What follows belongs to an exercise in optimizing a design on an open flow for small area, a short achievable clock period and few clock cycles; a production flow would make more cautious choices. Only simulation tests tie the RTL to the original design; equivalence was not proved. Power figures rest on the tool's default switching activity, not on a simulated workload.

`flow/run.sh`:
```
#!/bin/bash
# synth_recipe.tcl (not shown) runs the flow's synth.tcl, then flattens the netlist and writes it again
# the make line also repeats each setting of config.mk as NAME=value (left out here)
make -C /OpenROAD-flow-scripts/flow DESIGN_CONFIG=/design/flow/config.mk WORK_HOME=/design/flow/orfs CLKGATE_MAP_FILE= SYNTH_SCRIPT=/design/flow/synth_recipe.tcl finish
```
`flow/constraint.sdc`:
```
create_clock -name core_clock -period 8.0 [get_ports {i_clk}]
set_input_delay 1.6000 -clock core_clock [delete_from_list [all_inputs] [get_ports {i_clk}]]
set_output_delay 1.6000 -clock core_clock [all_outputs]
set_load 0.01 [all_outputs]
```
`flow/design.v`:
```
package rsmp_pkg;
    localparam int IDX_W      = 6;
    localparam int OUT_DW     = 8;
    localparam int CNT_MAX_W  = 7;
    localparam int WGT_MAX_W  = 32;
    localparam int OFF_MAX_W  = 32;
    localparam int TOT_MAX_W  = WGT_MAX_W + CNT_MAX_W;
    localparam int ADDR_MAX_W = CNT_MAX_W;
    localparam int JOB_SLOTS  = 2;
    typedef struct packed {
        logic                  en;
        logic [ADDR_MAX_W-1:0] addr;
        logic [WGT_MAX_W-1:0]  data;
    } t_wr;
    typedef struct packed {
        logic                 bank;
        logic [CNT_MAX_W-1:0] count;
        logic [TOT_MAX_W-1:0] total;
        logic [OFF_MAX_W-1:0] offset;
    } t_job;
    typedef enum logic [3:0] {
        S_IDLE,
        S_MUL,
        S_INIT,
        S_FETCH,
        S_SCALE,
        S_ADD,
        S_TEST,
        S_EMIT,
        S_ZERO
    } t_bstate;
endpackage
module rsmp_front #(
    parameter int MAX_PARTICLES = 64,
    parameter int WEIGHT_BITS   = 16,
    parameter int OFFSET_BITS   = 16
) (
    input  logic                   i_clk,
    input  logic                   i_rst_n,
    input  logic                   i_valid,
    output logic                   o_ready,
    input  logic [WEIGHT_BITS-1:0] i_weight,
    input  logic                   i_last,
    input  logic [OFFSET_BITS-1:0] i_offset,
    output rsmp_pkg::t_wr          o_wr,
    output logic                   o_push,
    output rsmp_pkg::t_job         o_job,
    input  logic                   i_done
);
    localparam int IW = $clog2(MAX_PARTICLES);
    localparam int CW = $clog2(MAX_PARTICLES + 1);
    localparam int TW = WEIGHT_BITS + CW;
    localparam int OW = $clog2(rsmp_pkg::JOB_SLOTS + 1);
    logic [CW-1:0] r_count, n_count;
    logic [TW-1:0] r_total, n_total;
    logic          r_bank, n_bank;
    logic [OW-1:0] r_outst, n_outst;
    logic          accept;
    logic          room;
    logic [CW-1:0] cnt_add;
    logic [TW-1:0] tot_add;
    always_comb begin
        o_ready = r_outst < OW'(rsmp_pkg::JOB_SLOTS);
        accept  = i_valid && o_ready;
        room    = r_count < CW'(MAX_PARTICLES);
        cnt_add = r_count + CW'(room);
        tot_add = r_total + (room ? TW'(i_weight) : '0);
        o_wr.en   = accept && room;
        o_wr.addr = rsmp_pkg::ADDR_MAX_W'({r_bank, r_count[IW-1:0]});
        o_wr.data = rsmp_pkg::WGT_MAX_W'(i_weight);
        o_push       = accept && i_last;
        o_job.bank   = r_bank;
        o_job.count  = rsmp_pkg::CNT_MAX_W'(cnt_add);
        o_job.total  = rsmp_pkg::TOT_MAX_W'(tot_add);
        o_job.offset = rsmp_pkg::OFF_MAX_W'(i_offset);
        n_count = r_count;
        n_total = r_total;
        n_bank  = r_bank;
        if (accept) begin
            if (i_last) begin
                n_count = '0;
                n_total = '0;
                n_bank  = !r_bank;
            end else begin
                n_count = cnt_add;
                n_total = tot_add;
            end
        end
        n_outst = r_outst + OW'(o_push) - OW'(i_done);
    end
    always_ff @(posedge i_clk) begin
        if (!i_rst_n) begin
            r_count <= '0;
            r_total <= '0;
            r_bank  <= 1'b0;
            r_outst <= '0;
        end else begin
            r_count <= n_count;
            r_total <= n_total;
            r_bank  <= n_bank;
            r_outst <= n_outst;
        end
    end
endmodule
module rsmp_queue (
    input  logic           i_clk,
    input  logic           i_rst_n,
    input  logic           i_push,
    input  rsmp_pkg::t_job i_job,
    input  logic           i_pop,
    output rsmp_pkg::t_job o_job,
    output logic           o_empty
);
    localparam int PW = $clog2(rsmp_pkg::JOB_SLOTS);
    localparam int FW = $clog2(rsmp_pkg::JOB_SLOTS + 1);
    logic [1+rsmp_pkg::CNT_MAX_W+rsmp_pkg::TOT_MAX_W+rsmp_pkg::OFF_MAX_W-1:0] r_slot [0:rsmp_pkg::JOB_SLOTS-1];
    logic [PW-1:0] r_wptr;
    logic [PW-1:0] r_rptr;
    logic [FW-1:0] r_fill;
    assign o_job   = r_slot[r_rptr];
    assign o_empty = (r_fill == '0);
    always_ff @(posedge i_clk) begin
        if (i_push) begin
            r_slot[r_wptr] <= i_job;
        end
    end
    always_ff @(posedge i_clk) begin
        if (!i_rst_n) begin
            r_wptr <= '0;
            r_rptr <= '0;
            r_fill <= '0;
        end else begin
            if (i_push) begin
                r_wptr <= r_wptr + PW'(1);
            end
            if (i_pop) begin
                r_rptr <= r_rptr + PW'(1);
            end
            r_fill <= r_fill + FW'(i_push) - FW'(i_pop);
        end
    end
endmodule
module rsmp_back #(
    parameter int MAX_PARTICLES = 64,
    parameter int WEIGHT_BITS   = 16,
    parameter int OFFSET_BITS   = 16
) (
    input  logic                       i_clk,
    input  logic                       i_rst_n,
    input  rsmp_pkg::t_wr              i_wr,
    input  rsmp_pkg::t_job             i_job,
    input  logic                       i_empty,
    output logic                       o_pop,
    output logic                       o_done,
    output logic                       o_valid,
    input  logic                       i_ready,
    output logic [rsmp_pkg::IDX_W-1:0] o_index,
    output logic                       o_last,
    output logic                       o_err
);
    localparam int IW  = $clog2(MAX_PARTICLES);
    localparam int CW  = $clog2(MAX_PARTICLES + 1);
    localparam int TW  = WEIGHT_BITS + CW;
    localparam int AW  = OFFSET_BITS + TW;
    localparam int PW  = WEIGHT_BITS + CW;
    localparam int DW  = TW + CW + OFFSET_BITS + 2;
    localparam int BW  = $clog2(OFFSET_BITS);
    localparam int MD  = 2 * (2 ** IW);
    logic [WEIGHT_BITS-1:0] r_mem [0:MD-1];
    logic [WEIGHT_BITS-1:0] r_rd_data;
    rsmp_pkg::t_bstate                r_state;
    rsmp_pkg::t_bstate                n_state;
    logic                   r_bank, n_bank;
    logic [CW-1:0]          r_n, n_n;
    logic [TW-1:0]          r_total, n_total;
    logic [OFFSET_BITS-1:0] r_off, n_off;
    logic [AW-1:0]          r_acc, n_acc;
    logic [BW-1:0]          r_bit, n_bit;
    logic signed [DW-1:0]   r_d, n_d;
    logic [IW-1:0]          r_j, n_j;
    logic [CW-1:0]          r_slot, n_slot;
    logic [PW-1:0]          r_prod, n_prod;
    logic [IW-1:0]          r_rd_idx, n_rd_idx;
    logic                   r_out_valid, n_out_valid;
    logic [IW-1:0]          r_out_idx, n_out_idx;
    logic                   r_out_last, n_out_last;
    logic                   r_out_err, n_out_err;
    logic out_free;
    logic reached;
    logic end_walk;
    logic last_slot;
    always_comb begin
        out_free  = !r_out_valid || i_ready;
        reached   = !r_d[DW-1];
        end_walk  = (CW'(r_j) + CW'(1)) >= r_n;
        last_slot = (r_slot + CW'(1)) == r_n;
    end
    always_comb begin
        n_state = r_state;
        case (r_state)
            rsmp_pkg::S_IDLE: begin
                if (!i_empty) begin
                    n_state = (i_job.total[TW-1:0] == '0) ? rsmp_pkg::S_ZERO : rsmp_pkg::S_MUL;
                end
            end
            rsmp_pkg::S_MUL: begin
                if (r_bit == BW'(OFFSET_BITS - 1)) begin
                    n_state = rsmp_pkg::S_INIT;
                end
            end
            rsmp_pkg::S_INIT:  n_state = rsmp_pkg::S_SCALE;
            rsmp_pkg::S_FETCH: n_state = rsmp_pkg::S_SCALE;
            rsmp_pkg::S_SCALE: n_state = rsmp_pkg::S_ADD;
            rsmp_pkg::S_ADD:   n_state = rsmp_pkg::S_TEST;
            rsmp_pkg::S_TEST:  n_state = (reached || end_walk) ? rsmp_pkg::S_EMIT : rsmp_pkg::S_FETCH;
            rsmp_pkg::S_EMIT: begin
                if (out_free) begin
                    n_state = last_slot ? rsmp_pkg::S_IDLE : rsmp_pkg::S_TEST;
                end
            end
            rsmp_pkg::S_ZERO: begin
                if (out_free) begin
                    n_state = rsmp_pkg::S_IDLE;
                end
            end
            default: n_state = rsmp_pkg::S_IDLE;
        endcase
    end
    always_comb begin
        n_bank      = r_bank;
        n_n         = r_n;
        n_total     = r_total;
        n_off       = r_off;
        n_acc       = r_acc;
        n_bit       = r_bit;
        n_d         = r_d;
        n_j         = r_j;
        n_slot      = r_slot;
        n_prod      = r_prod;
        n_rd_idx    = r_rd_idx;
        n_out_valid = r_out_valid && !i_ready;
        n_out_idx   = r_out_idx;
        n_out_last  = r_out_last;
        n_out_err   = r_out_err;
        o_pop       = 1'b0;
        o_done      = 1'b0;
        case (r_state)
            rsmp_pkg::S_IDLE: begin
                if (!i_empty) begin
                    o_pop    = 1'b1;
                    n_bank   = i_job.bank;
                    n_n      = i_job.count[CW-1:0];
                    n_total  = i_job.total[TW-1:0];
                    n_off    = i_job.offset[OFFSET_BITS-1:0];
                    n_acc    = '0;
                    n_bit    = '0;
                    n_slot   = '0;
                    n_rd_idx = '0;
                end
            end
            rsmp_pkg::S_MUL: begin
                n_acc = (r_acc << 1) + (r_off[OFFSET_BITS-1] ? AW'(r_total) : '0);
                n_off = r_off << 1;
                n_bit = r_bit + BW'(1);
            end
            rsmp_pkg::S_INIT: begin
                n_d = -$signed(DW'(r_acc));
            end
            rsmp_pkg::S_SCALE: begin
                n_prod = PW'(r_rd_data) * PW'(r_n);
            end
            rsmp_pkg::S_ADD: begin
                n_d = r_d + $signed(DW'(r_prod) << OFFSET_BITS);
                n_j = r_rd_idx;
            end
            rsmp_pkg::S_TEST: begin
                if (!(reached || end_walk)) begin
                    n_rd_idx = r_j + IW'(1);
                end
            end
            rsmp_pkg::S_EMIT: begin
                if (out_free) begin
                    n_out_valid = 1'b1;
                    n_out_idx   = r_j;
                    n_out_last  = last_slot;
                    n_out_err   = 1'b0;
                    n_d         = r_d - $signed(DW'(r_total) << OFFSET_BITS);
                    n_slot      = r_slot + CW'(1);
                    o_done      = last_slot;
                end
            end
            rsmp_pkg::S_ZERO: begin
                if (out_free) begin
                    n_out_valid = 1'b1;
                    n_out_idx   = '0;
                    n_out_last  = 1'b1;
                    n_out_err   = 1'b1;
                    o_done      = 1'b1;
                end
            end
            default: begin
                n_out_valid = r_out_valid && !i_ready;
            end
        endcase
        o_valid = r_out_valid;
        o_index = rsmp_pkg::IDX_W'(r_out_idx);
        o_last  = r_out_last;
        o_err   = r_out_err;
    end
    always_ff @(posedge i_clk) begin
        if (i_wr.en) begin
            r_mem[i_wr.addr[IW:0]] <= i_wr.data[WEIGHT_BITS-1:0];
        end
        r_rd_data <= r_mem[{r_bank, r_rd_idx}];
    end
    always_ff @(posedge i_clk) begin
        if (!i_rst_n) begin
            r_state     <= rsmp_pkg::S_IDLE;
            r_out_valid <= 1'b0;
        end else begin
            r_state     <= n_state;
            r_out_valid <= n_out_valid;
        end
        r_bank     <= n_bank;
        r_n        <= n_n;
        r_total    <= n_total;
        r_off      <= n_off;
        r_acc      <= n_acc;
        r_bit      <= n_bit;
        r_d        <= n_d;
        r_j        <= n_j;
        r_slot     <= n_slot;
        r_prod     <= n_prod;
        r_rd_idx   <= n_rd_idx;
        r_out_idx  <= n_out_idx;
        r_out_last <= n_out_last;
        r_out_err  <= n_out_err;
    end
endmodule
module systematic_resampler #(
    parameter int MAX_PARTICLES = 64,
    parameter int WEIGHT_BITS   = 16,
    parameter int OFFSET_BITS   = 16
) (
    input  logic                                       i_clk,
    input  logic                                       i_rst_n,
    input  logic                                       s_axis_tvalid,
    output logic                                       s_axis_tready,
    input  logic [((WEIGHT_BITS+OFFSET_BITS+7)/8)*8-1:0] s_axis_tdata,
    input  logic                                       s_axis_tlast,
    output logic                                       m_axis_tvalid,
    input  logic                                       m_axis_tready,
    output logic [rsmp_pkg::OUT_DW-1:0]                m_axis_tdata,
    output logic                                       m_axis_tlast,
    output logic                                       m_axis_tuser
);
    rsmp_pkg::t_wr              wr;
    rsmp_pkg::t_job             push_job;
    rsmp_pkg::t_job             head_job;
    logic             push;
    logic             pop;
    logic             empty;
    logic             done;
    logic [rsmp_pkg::IDX_W-1:0] index;
    rsmp_front #(
        .MAX_PARTICLES(MAX_PARTICLES),
        .WEIGHT_BITS  (WEIGHT_BITS),
        .OFFSET_BITS  (OFFSET_BITS)
    ) u_front (
        .i_clk   (i_clk),
        .i_rst_n (i_rst_n),
        .i_valid (s_axis_tvalid),
        .o_ready (s_axis_tready),
        .i_weight(s_axis_tdata[WEIGHT_BITS-1:0]),
        .i_last  (s_axis_tlast),
        .i_offset(s_axis_tdata[WEIGHT_BITS +: OFFSET_BITS]),
        .o_wr    (wr),
        .o_push  (push),
        .o_job   (push_job),
        .i_done  (done)
    );
    rsmp_queue u_queue (
        .i_clk  (i_clk),
        .i_rst_n(i_rst_n),
        .i_push (push),
        .i_job  (push_job),
        .i_pop  (pop),
        .o_job  (head_job),
        .o_empty(empty)
    );
    rsmp_back #(
        .MAX_PARTICLES(MAX_PARTICLES),
        .WEIGHT_BITS  (WEIGHT_BITS),
        .OFFSET_BITS  (OFFSET_BITS)
    ) u_back (
        .i_clk  (i_clk),
        .i_rst_n(i_rst_n),
        .i_wr   (wr),
        .i_job  (head_job),
        .i_empty(empty),
        .o_pop  (pop),
        .o_done (done),
        .o_valid(m_axis_tvalid),
        .i_ready(m_axis_tready),
        .o_index(index),
        .o_last (m_axis_tlast),
        .o_err  (m_axis_tuser)
    );
    assign m_axis_tdata = {{(rsmp_pkg::OUT_DW - rsmp_pkg::IDX_W){1'b0}}, index};
endmodule
```
`flow/config.mk`:
```
export PLATFORM = sky130hd
export DESIGN_NAME = systematic_resampler
export DESIGN_NICKNAME = systematic_resampler
export VERILOG_FILES = /design/flow/design.v
export SDC_FILE = /design/flow/constraint.sdc
export NUM_CORES = 4
export LEC_CHECK = 0
export CAP_MARGIN = 20
export CORE_MARGIN = 2
export CORE_UTILIZATION = 40
export SLEW_MARGIN = 20
```
==> notes.md <==
-- layer usage --
layer | part of all wire [%] | GRT usage, % | vias to the layer above
met5 | 0 | 0 | -
met2 | 48 | 30.1 | 1610
met4 | 1.9 | 4.24 | 0
met3 | 6.4 | 2.97 | 266
met1 | 44 | 27.9 | 26300
li1 | - | - | 20900
-- state kept, by name (all words and copies together), names as in the netlist, 2 cells and up, named ones only --
name              flops
u_back.r_acc         39
u_back.r_bit          4
u_back.r_d           32
u_back.r_j            6
u_back.r_mem       2048
u_back.r_n            7
u_back.r_off         16
u_back.r_out_idx      6
u_back.r_prod        23
u_back.r_rd_data     16
u_back.r_rd_idx       6
u_back.r_slot         7
u_back.r_state        4
u_back.r_total       23
u_front.r_count       7
u_front.r_outst       2
u_front.r_total      23
u_queue.r_fill        2
u_queue.r_slot       94
-- cell type report --
| class | count | share of cell area (%) |
|---|---|---|
| Clock inverter | 139 | 0.926 |
| Sequential cell | 2373 | 63.4 |
| Clock buffer | 298 | 5.65 |
| Timing Repair Buffer | 249 | 1.85 |
| Tap cell | 3220 | 3.62 |
| Multi-Input combinational cell | 2299 | 24.1 |
| Antenna cell | 6 | 0.0135 |
| Inverter | 118 | 0.398 |
-- worst paths after layout --
path                      startpoint            endpoint  slack [ns]  depth (start not counted)
setup / recovery       u_back.r_n[2]   u_back.r_prod[22]        2.60                         16
hold / removal    u_front.r_total[0]  u_front.r_total[0]        0.48                          2
setup reg to reg       u_back.r_n[2]   u_back.r_prod[22]        2.60                         16
hold reg to reg   u_front.r_total[0]  u_front.r_total[0]        0.48                          2
-- worst register-to-register path, cell delays in order (launching register included) --
cell,delay [ns]
sky130_fd_sc_hd__edfxtp_1,0.80
sky130_fd_sc_hd__and2_1,0.26
sky130_fd_sc_hd__fa_1,0.45
sky130_fd_sc_hd__fa_1,0.51
sky130_fd_sc_hd__fa_1,0.51
sky130_fd_sc_hd__inv_1,0.05
sky130_fd_sc_hd__fa_1,0.47
sky130_fd_sc_hd__inv_1,0.04
sky130_fd_sc_hd__ha_1,0.35
sky130_fd_sc_hd__a21o_1,0.18
sky130_fd_sc_hd__a21o_1,0.19
sky130_fd_sc_hd__nor3_1,0.22
sky130_fd_sc_hd__a211oi_1,0.15
sky130_fd_sc_hd__o31ai_1,0.50
sky130_fd_sc_hd__o2111ai_1,0.22
sky130_fd_sc_hd__a21oi_1,0.21
sky130_fd_sc_hd__xnor2_1,0.08
-- kinds of logic (layout without fill, tap and decap cells) --
kind of cell	count (synthesis)	count (layout)	share of synthesized area, %
AOI/OAI and AO/OA	386	386	2.45
xor gates and xnor gates	129	129	1.14
adders and majority gates	199	199	3.07
buffers and inverters	356	804	1.44
DFF	2373	2373	71.5
muxes	749	749	16.2
other	1	8	0.00379
and+or+nand+nor	834	834	4.23
-- metrics by stage --
stage,utilization [%],worst slack (ns),total power [uW]
after global routing,45.3,2.21,42200
after floorplan,-,3.17,25500
final,45.3,2.60,39900
after detailed placement,42.3,2.60,29800
after CTS,45.3,2.63,40300
after global placement,42.3,2.60,29700
-- report_power, final --
group / internal (uW) / switching, uW
logic: 6280 / 7990
clock network: 5870 / 4640
registers: 14600 / 498
-- layout by cell type, fill, tap and decap left out, types with 94 or more instances in the layout --
cell type	netlist	layout
sky130_fd_sc_hd__mux4_2	672	672
sky130_fd_sc_hd__edfxtp_1	2314	2314
sky130_fd_sc_hd__clkbuf_16	0	241
sky130_fd_sc_hd__a21oi_1	94	94
sky130_fd_sc_hd__and2_1	130	129
sky130_fd_sc_hd__ha_1	127	127
sky130_fd_sc_hd__o21ai_0	109	108
sky130_fd_sc_hd__inv_1	118	118
sky130_fd_sc_hd__buf_4	2	209
sky130_fd_sc_hd__nor2_1	247	222
sky130_fd_sc_hd__nand2_1	169	167
==> notes.md <==
The detailed-router iteration count before antenna repair is 5. Across the run, the number of max-cap violations was 0. The total count of max-transition violations in the final report is 0.

The cell sitting at the root of the clock tree is a sky130_fd_sc_hd__clkbuf_16. The CTS clock-pin slew for the worst setup and hold paths came out at 0.06 ns. Buffers inserted during clock tree synthesis total 237.

The total vias in the final route came out at 49100. After detailed routing, the number of vias per cell comes to 5.64. The leakage power figure came out at 0.0358 uW. The number of I/O pins came out at 49.

The run finished with no timing, DRC or antenna violations. After legalization and detailed placement, the total HPWL measured 147 mm. The pin count of the biggest net entering global routing came out at 120. The power density over cell area is 358 nW/um2. The worst setup path is captured at a flop.

The number of remaining DRC errors came out at 0. Gates resized during post-CTS repair numbered 0. The combined global-route utilization of all metal layers is 19.0%. After clock tree synthesis, the flow added hold-fix buffers numbering 0. The post-route standard cell area excluding fillers came out at 111000 um2.

The effective utilization at floorplan came out at 40.2%. TritonCTS built the clock tree. Setup repair after global routing left no endpoint under its margin. The number of nets with antenna violations after routing is 0.

The aggregate negative setup slack came out at 0 ns. The clock net in this run drives a total of 2373 sinks. The number of synthesized register bits came out at 2373. The number of standard cells in the final layout excluding fillers came out at 8702. The number of flops mapped to enable cells by yosys came out at 2314. At the end of the flow, the number of nets in the layout was 5514. The arrival time reported for the critical path endpoint came out at 6.02 ns. The kind of critical path is reg2reg. Among the stages of the critical path, the cell type that occurs most often is sky130_fd_sc_hd__fa_1.

In this run the worst hold path is classified as reg2reg. Setup violations remaining at the end of the flow were counted as 0. Synthesis handed over a netlist of 5027 instances. Sorting the synthesized cells by how often they occur yields sky130_fd_sc_hd__edfxtp_1 (2314), sky130_fd_sc_hd__mux4_2 (672), sky130_fd_sc_hd__nor2_1 (247).

Summing all placed instances gives a cell area of 104000 um2. The fraction of synthesized cell area taken by the top area cell type is 70.3%. The source-to-sink clock delay at the later pin of the worst-skew pair is 0.89 ns. The part of the Yosys area used for sequential elements is 71.5%.

The share of the cycle needed by the critical path after routing is 67.6%. The wire length of the first global-routing pass came out at 349 mm. The number of different library cells used by synthesis comes to 72.

The mean post-synth cell area came out at 19.7 um2. The maximum resistive drop on vdd is 0.658 mV. The synthesis warning total came out at 3. Counting the fill cells in the layout gives 20600. The post-synthesis instance area is 98800 um2. The worst slew margin relative to its limit is 24.2%.

STA classifies the critical path startpoint as a flop. Of all flip-flops after synthesis, the portion carrying an async set or reset was 0%. The final global-route overflow total came out at 0.

The DRC violation total after the first TritonRoute iteration came out at 5096. The number of hold violations in the final report came out at 0. The final estimated routing congestion in global placement is 0.843.

sky130_fd_sc_hd__edfxtp_1 is the most common cell in the netlist. For this design, the slowest cell found on the critical path is sky130_fd_sc_hd__edfxtp_1. The core footprint came out at 246000 um2.

The area enclosed by the die boundary came out at 251000 um2. The endpoint required time on the critical path came out at 8.61 ns. The number of buffers added on ports is 46.

The combined flip-flop and latch cell area came out at 70700 um2. The number of global-route vias before repair is 49700. The cell total after placement came out at 8259. The maximum cell stage delay along the critical path came out at 0.80 ns. The post-route netlist has 23.9% of its cells at a drive strength greater than 1. The height of the die came out at 501 um. The growth of design area from synthesis to finish came out at 12.7%. The maximum fanout along the worst path is 18. The buffer and inverter count on the worst path is 2.

In the post-synthesis netlist, the biggest area contributors are sky130_fd_sc_hd__edfxtp_1 (70%), sky130_fd_sc_hd__mux4_2 (15%), sky130_fd_sc_hd__ha_1 (1.6%), sky130_fd_sc_hd__fa_1 (1.5%), sky130_fd_sc_hd__dfxtp_1 (1.2%). The worst hold-check slack is 0.480 ns. Timing would allow up to 185 MHz. The multi-input combinational cell area came out at 26800 um2. The kind of cell adding the most delay to the critical path is adder cells. The clock skew after layout came out at 0.0623 ns. The overall die width came out at 501 um. The row count came out at 182.

The transition time at the pin with the least slew margin is 1.14 ns. The number of antenna violations at the first check in global routing is 12. The average wire per standard cell is 27.5 um. The post-layout minimum cycle time is 5.40 ns.

The cell taking the most area after synthesis is sky130_fd_sc_hd__edfxtp_1. The maximum level of the CTS H-tree came out at 4. The number of setup buffers added after CTS is 0. The number of buffers between clock root and the deepest sink came out at 3. The signal on the critical path passes through and2_1 -> fa_1 -> fa_1 -> fa_1 -> inv_1 -> fa_1 -> inv_1 -> ha_1 -> a21o_1 -> a21o_1 -> nor3_1 -> a211oi_1 -> o31ai_1 -> o2111ai_1 -> a21oi_1 -> xnor2_1. For this block, the routed nets add up to 239 mm of wire. Among all flip-flop cells after synthesis, the most frequent one is sky130_fd_sc_hd__edfxtp_1.
Testbench counts, summed over its fixed seeds: cycles 38,317.

-- re-timing with driven ports --
The results above use ideal ports. As a check the final layout listed here was re-extracted and re-timed, cells and wires unchanged. Step 1: set_driving_cell puts a clkbuf_16 on i_clk and a buf_2 on each other input, an assumption about the parent block. Step 2 times the ports against the registers' clock, not the clock port: input delays grow and output delays shrink by t, the midpoint of the rising clock arrivals with the driver on. Slacks: no drivers / after step 1 / after step 2; pairs: no drivers / after step 1.
shift t [ns]: 0.953
slack for setup (ns): 2.595 / 2.595 / 2.520
worst register clock-pin slew, ns: 0.07 / 0.07
After both steps setup and hold are still met in this run. For this run, drivers alone change the setup slack by 0.000 ns; drivers and shift together by -0.075 ns.
